From an optimization exercise on the open Yosys and OpenROAD flow, aimed at small area, a short achievable clock period and few clock cycles per item; shortcuts taken in it are not production practice.
Only simulation tests tie the RTL to the original design; equivalence was not proved.
Power and IR drop assume default switching activity.

$ cat flow/config.mk
export PLATFORM = sky130hd
export DESIGN_NAME = bch_decoder
export DESIGN_NICKNAME = bch_decoder
export VERILOG_FILES = /design/flow/design.v
export SDC_FILE = /design/flow/constraint.sdc
export NUM_CORES = 4
export LEC_CHECK = 0
export ABC_AREA = 1
export CAP_MARGIN = 20
export CORE_MARGIN = 2
export CORE_UTILIZATION = 40
export PLACE_DENSITY = 0.75
export SLEW_MARGIN = 20
$ cat flow/constraint.sdc
create_clock -name core_clock -period 10.0 [get_ports {clk}]
set_input_delay 2.0000 -clock core_clock [delete_from_list [all_inputs] [get_ports {clk}]]
set_output_delay 2.0000 -clock core_clock [all_outputs]
set_load 0.01 [all_outputs]
$ cat flow/design.v
module bch_decoder (
    input  logic       clk,
    input  logic       rst_n,
    input  logic       in_valid,
    input  logic [3:0] in_syndrome,
    output logic       out_valid,
    output logic [3:0] out_location
);
    function automatic logic [2:0] m3hot(logic [3:0] x);
        m3hot[0] = (x[0] & ~x[1] & ~x[2] & x[3]) | (~x[0] & x[1] & x[2] & ~x[3]) | (~x[0] & ~x[1] & ~x[2] & ~x[3]) | (~x[0] & ~x[1] & x[2] & x[3]) | (x[0] & x[1] & ~x[2] & ~x[3]);
        m3hot[1] = (x[0] & x[2] & x[3]) | (x[0] & x[1] & x[2]) | (~x[0] & ~x[1] & x[2] & ~x[3]) | (~x[0] & x[1] & ~x[2] & x[3]) | (x[0] & ~x[1] & ~x[2] & ~x[3]);
        m3hot[2] = (x[1] & x[2] & x[3]) | (x[0] & x[1] & x[3]) | (x[0] & ~x[1] & x[2] & ~x[3]) | (~x[0] & x[1] & ~x[2] & ~x[3]) | (~x[0] & ~x[1] & ~x[2] & x[3]);
    endfunction
    function automatic logic [3:0] m3x(logic [3:0] x);
        m3x[0] = (x[0] & x[1] & ~x[2]) | (x[0] & ~x[2] & ~x[3]) | (x[0] & x[2] & x[3]) | (~x[0] & x[1] & x[2] & ~x[3]) | (~x[0] & ~x[1] & ~x[2] & x[3]);
        m3x[1] = (~x[0] & x[1] & ~x[3]) | (x[1] & x[2] & ~x[3]) | (x[0] & x[1] & x[3]) | (x[0] & ~x[1] & ~x[2] & ~x[3]) | (~x[0] & ~x[1] & x[2] & x[3]);
        m3x[2] = (~x[0] & x[2] & x[3]) | (~x[0] & ~x[1] & x[2]) | (x[0] & x[1] & x[2]) | (x[0] & ~x[1] & ~x[2] & x[3]) | (~x[0] & x[1] & ~x[2] & ~x[3]);
        m3x[3] = (~x[1] & ~x[2] & x[3]) | (x[0] & x[2] & x[3]) | (x[1] & x[2] & x[3]) | (~x[0] & ~x[1] & x[2] & ~x[3]) | (x[0] & x[1] & ~x[2] & ~x[3]);
    endfunction
    function automatic logic [3:0] m5x(logic [3:0] x);
        m5x[0] = (x[1] & x[2] & x[3]) | (x[0] & x[1] & x[3]) | (x[0] & ~x[1] & x[2] & ~x[3]) | (~x[0] & x[1] & ~x[2] & ~x[3]) | (~x[0] & ~x[1] & ~x[2] & x[3]);
        m5x[1] = (x[0] & x[2] & x[3]) | (x[0] & x[1] & x[2]) | (~x[0] & ~x[1] & x[2] & ~x[3]) | (~x[0] & x[1] & ~x[2] & x[3]) | (x[0] & ~x[1] & ~x[2] & ~x[3]);
        m5x[2] = (x[1] & x[2] & x[3]) | (x[0] & x[1] & x[3]) | (x[0] & ~x[1] & x[2] & ~x[3]) | (~x[0] & x[1] & ~x[2] & ~x[3]) | (~x[0] & ~x[1] & ~x[2] & x[3]);
        m5x[3] = (x[0] & x[2] & x[3]) | (x[0] & x[1] & x[2]) | (~x[0] & ~x[1] & x[2] & ~x[3]) | (~x[0] & x[1] & ~x[2] & x[3]) | (x[0] & ~x[1] & ~x[2] & ~x[3]);
    endfunction
    function automatic logic [11:0] rel_tab0(logic [4:0] x);
        rel_tab0[0] = (x[0] & ~x[2] & x[3]);
        rel_tab0[1] = (x[0] & ~x[3]);
        rel_tab0[2] = (x[0] & ~x[1] & x[3]);
        rel_tab0[3] = (~x[0] & x[3]);
        rel_tab0[4] = (~x[0]) | (x[1] & ~x[2]);
        rel_tab0[5] = (x[1]) | (x[0] & ~x[2]);
        rel_tab0[6] = (~x[3] & ~x[4]) | (~x[1] & x[2]);
        rel_tab0[7] = (~x[1] & x[3]) | (~x[0] & x[2]);
        rel_tab0[8] = (x[3] & ~x[4]) | (~x[0] & x[2]);
        rel_tab0[9] = (~x[2] & ~x[4]) | (~x[0] & x[2]);
        rel_tab0[10] = (x[0] & ~x[4]) | (~x[3]);
        rel_tab0[11] = (~x[1] & ~x[4]) | (x[2]);
    endfunction
    function automatic logic [11:0] rel_tab1(logic [4:0] x);
        rel_tab1[0] = (x[1] & x[3]) | (x[2] & ~x[3]);
        rel_tab1[1] = (x[1]) | (~x[2]);
        rel_tab1[2] = (x[0] & x[3] & ~x[4]) | (~x[1] & ~x[2] & ~x[4]);
        rel_tab1[3] = (~x[3] & x[4]) | (~x[1] & x[3]) | (x[1] & x[2] & ~x[3]);
        rel_tab1[4] = (~x[0] & ~x[1]) | (x[0] & ~x[2]);
        rel_tab1[5] = (x[1] & x[2] & x[3]) | (x[4]) | (x[0] & ~x[1]) | (x[0] & ~x[2]);
        rel_tab1[6] = (~x[0] & x[2]) | (x[1] & ~x[2]) | (x[2] & ~x[3]);
        rel_tab1[7] = (x[1] & x[2]) | (~x[1] & ~x[2]) | (~x[1] & x[3]);
        rel_tab1[8] = (x[1] & ~x[4]);
        rel_tab1[9] = (~x[1] & ~x[2]) | (x[0] & x[1] & ~x[3]) | (~x[0] & x[2] & x[3]);
        rel_tab1[10] = (x[0] & x[2]) | (x[2] & x[3]) | (x[4]) | (~x[0] & x[1] & ~x[3]);
        rel_tab1[11] = (x[2]) | (~x[1]) | (x[3]) | (x[0]);
    endfunction
    function automatic logic [11:0] rel_tab2(logic [4:0] x);
        rel_tab2[0] = (x[1] & x[3]) | (~x[0] & ~x[1] & ~x[3]) | (x[0] & ~x[2]);
        rel_tab2[1] = (x[1] & ~x[2] & ~x[3]) | (~x[0] & ~x[1] & x[2]) | (x[0] & x[3] & ~x[4]);
        rel_tab2[2] = (~x[1] & ~x[3]) | (x[4]) | (x[2] & ~x[3]) | (~x[0] & ~x[3]);
        rel_tab2[3] = 1'b0;
        rel_tab2[4] = (~x[1] & ~x[4]) | (x[0] & x[3]) | (~x[0] & ~x[2] & ~x[4]);
        rel_tab2[5] = (x[4]) | (~x[0] & x[1] & x[3]) | (x[0] & ~x[1]) | (~x[1] & ~x[2]) | (x[0] & ~x[2]);
        rel_tab2[6] = (x[4]) | (x[1] & ~x[2] & ~x[3]) | (x[0] & ~x[1]) | (x[0] & x[3]);
        rel_tab2[7] = (~x[0] & ~x[2] & ~x[4]) | (~x[0] & ~x[1] & x[2]) | (x[1] & x[2] & ~x[3]);
        rel_tab2[8] = (x[4]) | (~x[0] & x[1] & ~x[2]) | (~x[0] & x[2] & ~x[3]);
        rel_tab2[9] = (x[2] & ~x[3]) | (~x[0] & ~x[3] & ~x[4]) | (~x[0] & x[1] & x[2]);
        rel_tab2[10] = (~x[1] & ~x[4]) | (x[0] & x[3]) | (~x[0] & ~x[2] & ~x[4]);
        rel_tab2[11] = 1'b1;
    endfunction
    function automatic logic [11:0] rel_tab3(logic [4:0] x);
        rel_tab3[0] = (x[1] & x[3]) | (x[0] & ~x[2]) | (x[0] & x[1]) | (~x[0] & ~x[1] & x[2] & ~x[3]);
        rel_tab3[1] = (~x[0] & ~x[2]) | (x[0] & ~x[1]) | (~x[1] & ~x[3]);
        rel_tab3[2] = (~x[0] & x[3]) | (x[0] & x[4]) | (x[1] & x[2] & ~x[3] & ~x[4]);
        rel_tab3[3] = (~x[2] & x[4]) | (~x[0] & x[1] & ~x[3] & ~x[4]);
        rel_tab3[4] = (x[0] & ~x[3]) | (x[4]);
        rel_tab3[5] = (~x[1] & x[2]) | (x[0] & ~x[1]) | (~x[0] & x[2] & ~x[4]);
        rel_tab3[6] = (x[2] & x[3]) | (x[4]) | (~x[0] & x[1] & ~x[3]);
        rel_tab3[7] = (~x[2]) | (~x[0] & ~x[1] & ~x[3]) | (x[0] & x[1] & ~x[3]);
        rel_tab3[8] = (x[2] & ~x[4]) | (~x[1]);
        rel_tab3[9] = (~x[0] & x[2]) | (~x[2] & ~x[3]) | (x[0] & x[3]);
        rel_tab3[10] = (x[1] & ~x[4]) | (x[0]) | (~x[2]);
        rel_tab3[11] = (~x[3]) | (~x[1]) | (x[0]) | (~x[2]);
    endfunction
    function automatic logic wraps(logic [3:0] a, logic [3:0] b);
        logic [3:0] g, p;
        g = a & b;
        p = a | b;
        wraps = g[3] | (p[3] & g[2]) | (p[3] & p[2] & g[1]) | (p[3] & p[2] & p[1] & g[0]) | (&p);
    endfunction
    function automatic logic [3:0] add4(logic [3:0] a, logic [3:0] b, logic ci);
        logic [3:0] g, p, c;
        g = a & b;
        p = a | b;
        c[0] = ci;
        c[1] = g[0] | (p[0] & ci);
        c[2] = g[1] | (p[1] & g[0]) | (p[1] & p[0] & ci);
        c[3] = g[2] | (p[2] & g[1]) | (p[2] & p[1] & g[0]) | (p[2] & p[1] & p[0] & ci);
        add4 = a ^ b ^ c;
    endfunction
    function automatic logic [3:0] addm15(logic [3:0] a, logic [3:0] b);
        logic [4:0] s;
        s = {1'b0, a} + {1'b0, b} + 5'd1;
        addm15 = s[4] ? s[3:0] : s[3:0] - 4'd1;
    endfunction
    logic [2:0]  cnt;
    logic        last;      
    logic        show;      
    logic [1:0]  k;         
    assign last = in_valid && cnt == 3'd5;
    assign show = last || cnt[2:1] == 2'b11;
    assign k    = {cnt[1] & cnt[0], cnt[1] & ~cnt[0]};  
    always_ff @(posedge clk or negedge rst_n) begin
        if (!rst_n) begin
            cnt <= '0;
        end else begin
            case (cnt)
                3'd0: if (in_valid) cnt <= 3'd1;
                3'd1: if (in_valid) cnt <= 3'd2;
                3'd2: if (in_valid) cnt <= 3'd3;
                3'd3: if (in_valid) cnt <= 3'd4;
                3'd4: if (in_valid) cnt <= 3'd5;
                3'd5: if (in_valid) cnt <= 3'd6;
                3'd6: cnt <= 3'd7;
                default: cnt <= 3'd0;
            endcase
        end
    end
    logic [3:0]  ra;        
    logic [11:0] rel;       
    logic [3:0]  rb;        
    logic        flag;      
    logic [2:0]  rm;        
    logic [3:0]  rot4, k3;
    logic [3:0]  s5sel;     
    logic [11:0] relk;      
    assign rb   = rel[3:0];
    assign flag = rel[4];
    assign rm   = rel[7:5];
    always_comb begin
        logic [3:0] k;
        rot4 = (&ra) ? {rb[2:0], rb[3]} : ra;
        if (&rb)      k = 4'd15;
        else if (&ra) k = m5x(rb);
        else          k = addm15(rb, rel[11:8]);
        k3   = {k[3], ~k[0], ~k[2], k[1]};
    end
    logic [11:0] relt0, relt1, relt2, relt3;
    assign relt0 = rel_tab0({flag, rb});
    assign relt1 = rel_tab1({flag, rb});
    assign relt2 = rel_tab2({flag, rb});
    assign relt3 = rel_tab3({flag, rb});
    always_comb begin
        logic [3:0] d;      
        d     = {in_syndrome[1:0] == 2'd3, in_syndrome[1:0] == 2'd2,
                 in_syndrome[1:0] == 2'd1, in_syndrome[1:0] == 2'd0};
        s5sel = {d[3],
                 (rm[0] & d[2]) | (rm[1] & d[0]) | (rm[2] & d[1]),
                 (rm[0] & d[1]) | (rm[1] & d[2]) | (rm[2] & d[0]),
                 (rm[0] & d[0]) | (rm[1] & d[1]) | (rm[2] & d[2])};
        relk  = ({12{s5sel[0]}} & relt0) | ({12{s5sel[1]}} & relt1)
              | ({12{s5sel[2]}} & relt2) | ({12{s5sel[3]}} & relt3);
    end
    always_ff @(posedge clk) begin
        if (in_valid) begin
            case (cnt)
                3'd0: ra <= in_syndrome;
                3'd1: rel[11:8] <= ~m3x(ra);
                3'd2: rel[3:0] <= in_syndrome;
                3'd3: begin
                    ra       <= rot4;
                    rel[3:0] <= k3;
                    rel[4]   <= &ra;
                    rel[7:5] <= m3hot(rot4);
                end
                3'd4: rel <= relk;
                default: ;
            endcase
        end
    end
    logic [3:0]  r0, r1, r2, r;
    logic        v0, v1, v2, w0, w1, w2, ws, none;
    logic [2:0]  sel;      
    logic [3:0]  loc;
    always_comb begin
        r0 = rel[3:0];
        r1 = rel[7:4];
        r2 = rel[11:8];
        v0 = ~&r0;
        v1 = ~&r1;
        v2 = ~&r2;
        w0 = v0 & wraps(r0, ra);
        w1 = v1 & wraps(r1, ra);
        w2 = v2 & wraps(r2, ra);
        sel = 3'b000;
        case ({v2, v1, v0})
            3'b111: begin  
                case ({w2, w1, w0})
                    3'b111, 3'b000: sel = (k == 2'd0) ? 3'b001 : (k == 2'd1) ? 3'b010 : 3'b100;
                    3'b110:         sel = (k == 2'd0) ? 3'b010 : (k == 2'd1) ? 3'b100 : 3'b001;
                    default:        sel = (k == 2'd0) ? 3'b100 : (k == 2'd1) ? 3'b001 : 3'b010;
                endcase
            end
            3'b011: begin  
                if (w1 && !w0) sel = (k == 2'd0) ? 3'b010 : (k == 2'd1) ? 3'b001 : 3'b000;
                else           sel = (k == 2'd0) ? 3'b001 : (k == 2'd1) ? 3'b010 : 3'b000;
            end
            3'b001: sel = (k == 2'd0) ? 3'b001 : 3'b000;
            default: sel = 3'b000;
        endcase
        r    = ({4{sel[0]}} & r0) | ({4{sel[1]}} & r1) | ({4{sel[2]}} & r2);
        ws   = (sel[0] & w0) | (sel[1] & w1) | (sel[2] & w2);
        none = ~|sel;
        loc  = add4(r, ra, ws) | {4{none}};
    end
    always_ff @(posedge clk or negedge rst_n) begin
        if (!rst_n) begin
            out_valid    <= 1'b0;
            out_location <= '0;
        end else begin
            out_valid    <= show;
            out_location <= show ? loc : 4'd0;
        end
    end
endmodule
$ cat flow/flow/run.sh
#!/bin/bash
# Own layout flow: the standard synthesis, then the combinational cells re-synthesised and
# re-mapped by Yosys/ABC (every flip-flop kept exactly as the standard synthesis made it: same
# instances, names and cell types; checked below), then the standard layout steps, with
# timing repair aimed past the 10 ns clock and buf_2 port buffers.
# Each tool's output goes to a log file of its own in the work folder.
set -euo pipefail
WORK=$(pwd)
R=$WORK/orfs/results/$FLOW_PLATFORM/bch_decoder/base
YOSYS=$FLOW_HOME/../tools/install/yosys/bin/yosys
LIB=$FLOW_HOME/platforms/$FLOW_PLATFORM/lib/sky130_fd_sc_hd__tt_025C_1v80.lib

# 1. standard synthesis
bash standard.sh synth > "$WORK/log_1_synth.txt" 2>&1

# 2. re-synthesise the combinational logic; keep the standard netlist if the flip-flops differ
cp "$R/1_2_yosys.v" "$WORK/standard_synth.v"
sed -e "s#@LIB@#$LIB#g" -e "s#@IN@#$WORK/standard_synth.v#g" -e "s#@OUT@#$WORK/remapped.v#g" \
    -e "s#@ABC@#$WORK/flow/remap.abc#g" "$WORK/flow/remap.ys" > "$WORK/remap.ys"
if "$YOSYS" -s "$WORK/remap.ys" > "$WORK/log_2_remap.txt" 2>&1 \
   && python3 "$WORK/flow/flops.py" "$WORK/standard_synth.v" "$WORK/remapped.v" > "$WORK/log_2_flops.txt" 2>&1; then
  cp "$WORK/remapped.v" "$R/1_2_yosys.v"
  rm -f "$R/1_synth.odb" "$R/1_synth.sdc"
  bash standard.sh synth > "$WORK/log_3_synth_odb.txt" 2>&1
fi

# 3. standard layout steps
bash standard.sh SETUP_SLACK_MARGIN=6.6 "BUFFER_PORTS_ARGS=-buffer_cell sky130_fd_sc_hd__buf_2" finish \
    > "$WORK/log_4_layout.txt" 2>&1
$ cat flow/flow/flops.py
# flops.py A.v B.v: exit 0 if both netlists hold the same flip-flops (instance name, cell type)
import re, sys
def flops(path):
    s = open(path).read()
    return sorted(re.findall(r"^\s*(sky130_fd_sc_hd__\w*df\w*)\s+(\S+)\s*\(", s, re.M))
a, b = flops(sys.argv[1]), flops(sys.argv[2])
print(len(a), len(b), "same" if a == b else "DIFFERENT")
sys.exit(0 if a == b and a else 1)
$ cat flow/flow/remap.abc
strash
&get -n
&deepsyn -T 60
&put
strash
&get -n
&dch -f
&nf -D 2500
&put
$ cat flow/flow/remap.ys
# Re-map the combinational cells of the standard synthesis; flip-flops stay as they are.
read_liberty -ignore_miss_func @LIB@
read_verilog @IN@
hierarchy -top bch_decoder
setattr -mod -set blackbox 1 sky130_fd_sc_hd__*df* sky130_fd_sc_hd__*dl* sky130_fd_sc_hd__*sdf*
flatten
opt_clean -purge
abc -liberty @LIB@ -script @ABC@ -dont_use sky130_fd_sc_hd__probe_p_8 -dont_use sky130_fd_sc_hd__probec_p_8 -dont_use *lpflow*
opt_clean -purge
setundef -zero
hilomap -singleton -hicell sky130_fd_sc_hd__conb_1 HI -locell sky130_fd_sc_hd__conb_1 LO
splitnets
opt_clean -purge
insbuf -buf sky130_fd_sc_hd__buf_4 A X
stat -liberty @LIB@
write_verilog -noattr -nohex -nodec @OUT@
$ cat flow/standard.sh
#!/bin/bash
# synth_recipe.tcl (not shown) runs the flow's synth.tcl, then flattens the netlist and writes it again
# the make line also repeats each setting of config.mk as NAME=value (left out here)
make -C /OpenROAD-flow-scripts/flow DESIGN_CONFIG=/design/flow/config.mk WORK_HOME=/design/flow/orfs CLKGATE_MAP_FILE= SYNTH_SCRIPT=/design/flow/synth_recipe.tcl "${@:-finish}"
==> flow_metrics.env <==
export IMPL_numCtsBuffers=3
export IMPL_start_util_pct=42.13
export IMPL_grt_pass1_wl_mm=12.05
export IMPL_finish_instance_area_sq_um=2769
export IMPL_reg2reg_depth=11
export IMPL_wl_met1_mm=3.183
export IMPL_finalCritPeriodShare_pct=34.00
export IMPL_clock_path_buffers=2
export IMPL_worstHoldPathType="flop to flop"
export IMPL_slew_viol_final=0
export IMPL_cts_htree_levels=1
export IMPL_powerDensity_nw_per_um2=356.7
export IMPL_syn_inst=313
export IMPL_syn_area_per_cell_sq_um=7.503
export IMPL_syn_num_nets=320
export IMPL_start_kind="flop"
export IMPL_ir_drop_mv=0.1644
export IMPL_clock_fmax_mhz=294.1
export IMPL_syn_area_sq_um=2349
export IMPL_placed_area_sq_um=2509
export IMPL_drive_gt1_share_pct=14.12
export IMPL_nNetsFinal=355
export IMPL_gr_total_overflow=0
export IMPL_yosys_warnings=1
export IMPL_wire_per_inst_um=18.73
export IMPL_cts_hold_buf=0
export IMPL_end_kind="flop"
export IMPL_cts_sink_count=24
export IMPL_grt_max_degree=30
export IMPL_period_needed_ns=3.400
export IMPL_tns_ns=0
export IMPL_p_leak_nw=1.015
export IMPL_io_pins=12
export IMPL_clk_pin_slew_worst_paths_ns=0.09
export IMPL_maxCapViolCount=0
export IMPL_antenna_left=0
export IMPL_finClkSkew_ns=0.009153
export IMPL_port_buffers=11
export IMPL_clockRootBuffer="clkbuf_8"
export IMPL_crit_required_ns=10.20
export IMPL_die_area_sq_um=6500
export IMPL_max_slew_margin_pct=50.36
export IMPL_initialDrtViolationCount=357
export IMPL_die_h_um=80.63
export IMPL_worstMarginPinSlew_ns=0.7380
export IMPL_viasPerCell=6.797
export IMPL_num_antenna_cells=0
export IMPL_path_max_fanout=7
export IMPL_cts_tree="done"
export IMPL_antenna_found_initial=0
export IMPL_rsz0062_at_grt="true"
export IMPL_grt_pass1_vias=2449
export IMPL_vias=2848
export IMPL_routed_wl_mm=7.849
export IMPL_rows=27
export IMPL_highest_signal_layer="met4"
export IMPL_coreArea_sq_um=5574
export IMPL_grt_use_total_pct=23.91
export IMPL_status="no timing/DRC/antenna violations"
export IMPL_drc=0
export IMPL_path_class="flop to flop"
export IMPL_hpwl_mm=5.138
export IMPL_syn_to_final_growth_pct=17.90
export IMPL_setup_viol=0
export IMPL_wl_met3_um=756
export IMPL_dr_wl_met2_mm=3.566
export IMPL_whs_ns=0.6301
export IMPL_min_path_cells=1
export IMPL_clock_latency_ns=0.28
export IMPL_die_x_um=80.63
export IMPL_finalHoldViolCount=0
export IMPL_fillers=544
export IMPL_place_gp_congestion=1.013
export IMPL_first_pass_iters=6
export IMPL_arrival_ns=3.60
[metal layers]
layer / global-route usage (%) / vias to the layer above
li1: - / 1286
met1: 32.16 / 1309
met2: 39.25 / 202
met3: 2.921 / 51
met4: 8.644 / 0
met5: 0 / -
[sequential cells by signal, summed over array words and instances (netlist names)]
signal / count
out_location: 4
rel: 12
out_valid: 1
ra: 4
cnt: 3
[worst max-delay path, stage by stage, from the launching register on]
cell and delay [ns]:
edfxtp_1 0.53, buf_6 0.18, a211oi_2 0.17, o211ai_1 0.18, a222oi_1 0.50, a31oi_2 0.13
o221a_4 0.36, o311a_1 0.39, maj3_2 0.34, or2_0 0.23, a21o_1 0.19, a31oi_1 0.15
[final timing paths]
kind	startpoint	endpoint	slack, ns
max	ra[1]	out_location[2]	6.60
min reg2reg	cnt[2]	cnt[2]	0.63
max reg2reg	ra[1]	out_location[2]	6.60
max in group asynchronous	rst_n	cnt[0]	8.28
min	cnt[2]	cnt[2]	0.63
min in group asynchronous	rst_n	out_location[2]	1.55
[cell type report]
type | instances | area (sq um) | area share (%)
Clock buffer | 4 | 66.31 | 2.395
Inverter | 9 | 33.78 | 1.220
Multi-Input combinational cell | 281 | 1704 | 61.55
Sequential cell | 24 | 680.7 | 24.58
Tap cell | 72 | 90.09 | 3.253
Timing Repair Buffer | 29 | 193.9 | 7.004
[power by group]
part           internal (mW)  total [mW]  leakage, nW  switching, mW
clock                 0.0436      0.0771       0.0339         0.0335
sequential             0.158       0.217        0.250         0.0595
combinational          0.285       0.693        0.731          0.408
[through the flow]
step | util [%] | setup WS, ns | total power, mW | cells
CTS | 47.72 | 6.525 | 0.9053 | 412
detailed placement | 45.01 | 6.155 | 0.8040 | 398
global route | 49.67 | 6.373 | 1.060 | 419
finish | 49.67 | 6.600 | 0.9876 | 419
floorplan | - | 6.671 | 0.6617 | 313
global placement | 45.01 | 6.181 | 0.7920 | 398
[placed cells by master, fill, tap and decap left out, drive strengths merged, types with 2 or more instances in the layout]
master / instances
nand3: 14
maj3: 3
o22ai: 10
o21a: 3
a22oi: 5
o21ai: 37
or2: 7
o21bai: 2
nand2b: 9
o211a: 2
a31oi: 6
nor3: 2
buf: 29
or3: 2
xor2: 3
edfxtp: 16
and4: 2
xnor2: 11
nand2: 42
nand4: 5
clkbuf: 4
and2: 3
a21oi: 37
a21o: 6
clkinv: 9
a22o: 4
a211oi: 6
o211ai: 9
a41oi: 2
nor2b: 5
o31ai: 2
nor2: 25
dfrtp: 8
a32oi: 3
[timing repair]
item,4_1_cts,5_1_grt
cloned,0,1
pin swaps,0,18
setup endpoints to repair,9,10
gates resized for setup,4,20
buffers inserted,10,6
Testbench counts, summed over its fixed seeds: cycles 19,200, blocks 2,400.

==> static timing again, ports no longer ideal <==
In the flow no input, the clock included, has a driving cell. The finished layout below was timed again as built, in two steps.
Step 1 (the two cells are an assumption about what drives the block):
set clk [get_ports {clk}]
set_driving_cell -lib_cell sky130_fd_sc_hd__clkbuf_16 $clk
set_driving_cell -lib_cell sky130_fd_sc_hd__buf_2 [delete_from_list [all_inputs] $clk]
Step 2 times the ports against the registers' clock, not the clock port: input delays grow and output delays shrink by t, the midpoint of the rising clock arrivals with the driver on.
a / b / c = ideal / step 1 / step 2; a / b = the first two.
t, ns: 0.302
setup slack, ns: 6.600 / 6.600 / 6.327
hold WS [ns]: 0.630 / 0.630 / 0.630
cell pins on the clock port's net: 1
After both steps this run still meets setup and hold. For this run, drivers alone change the setup slack by 0.000 ns; drivers and shift together by -0.273 ns.
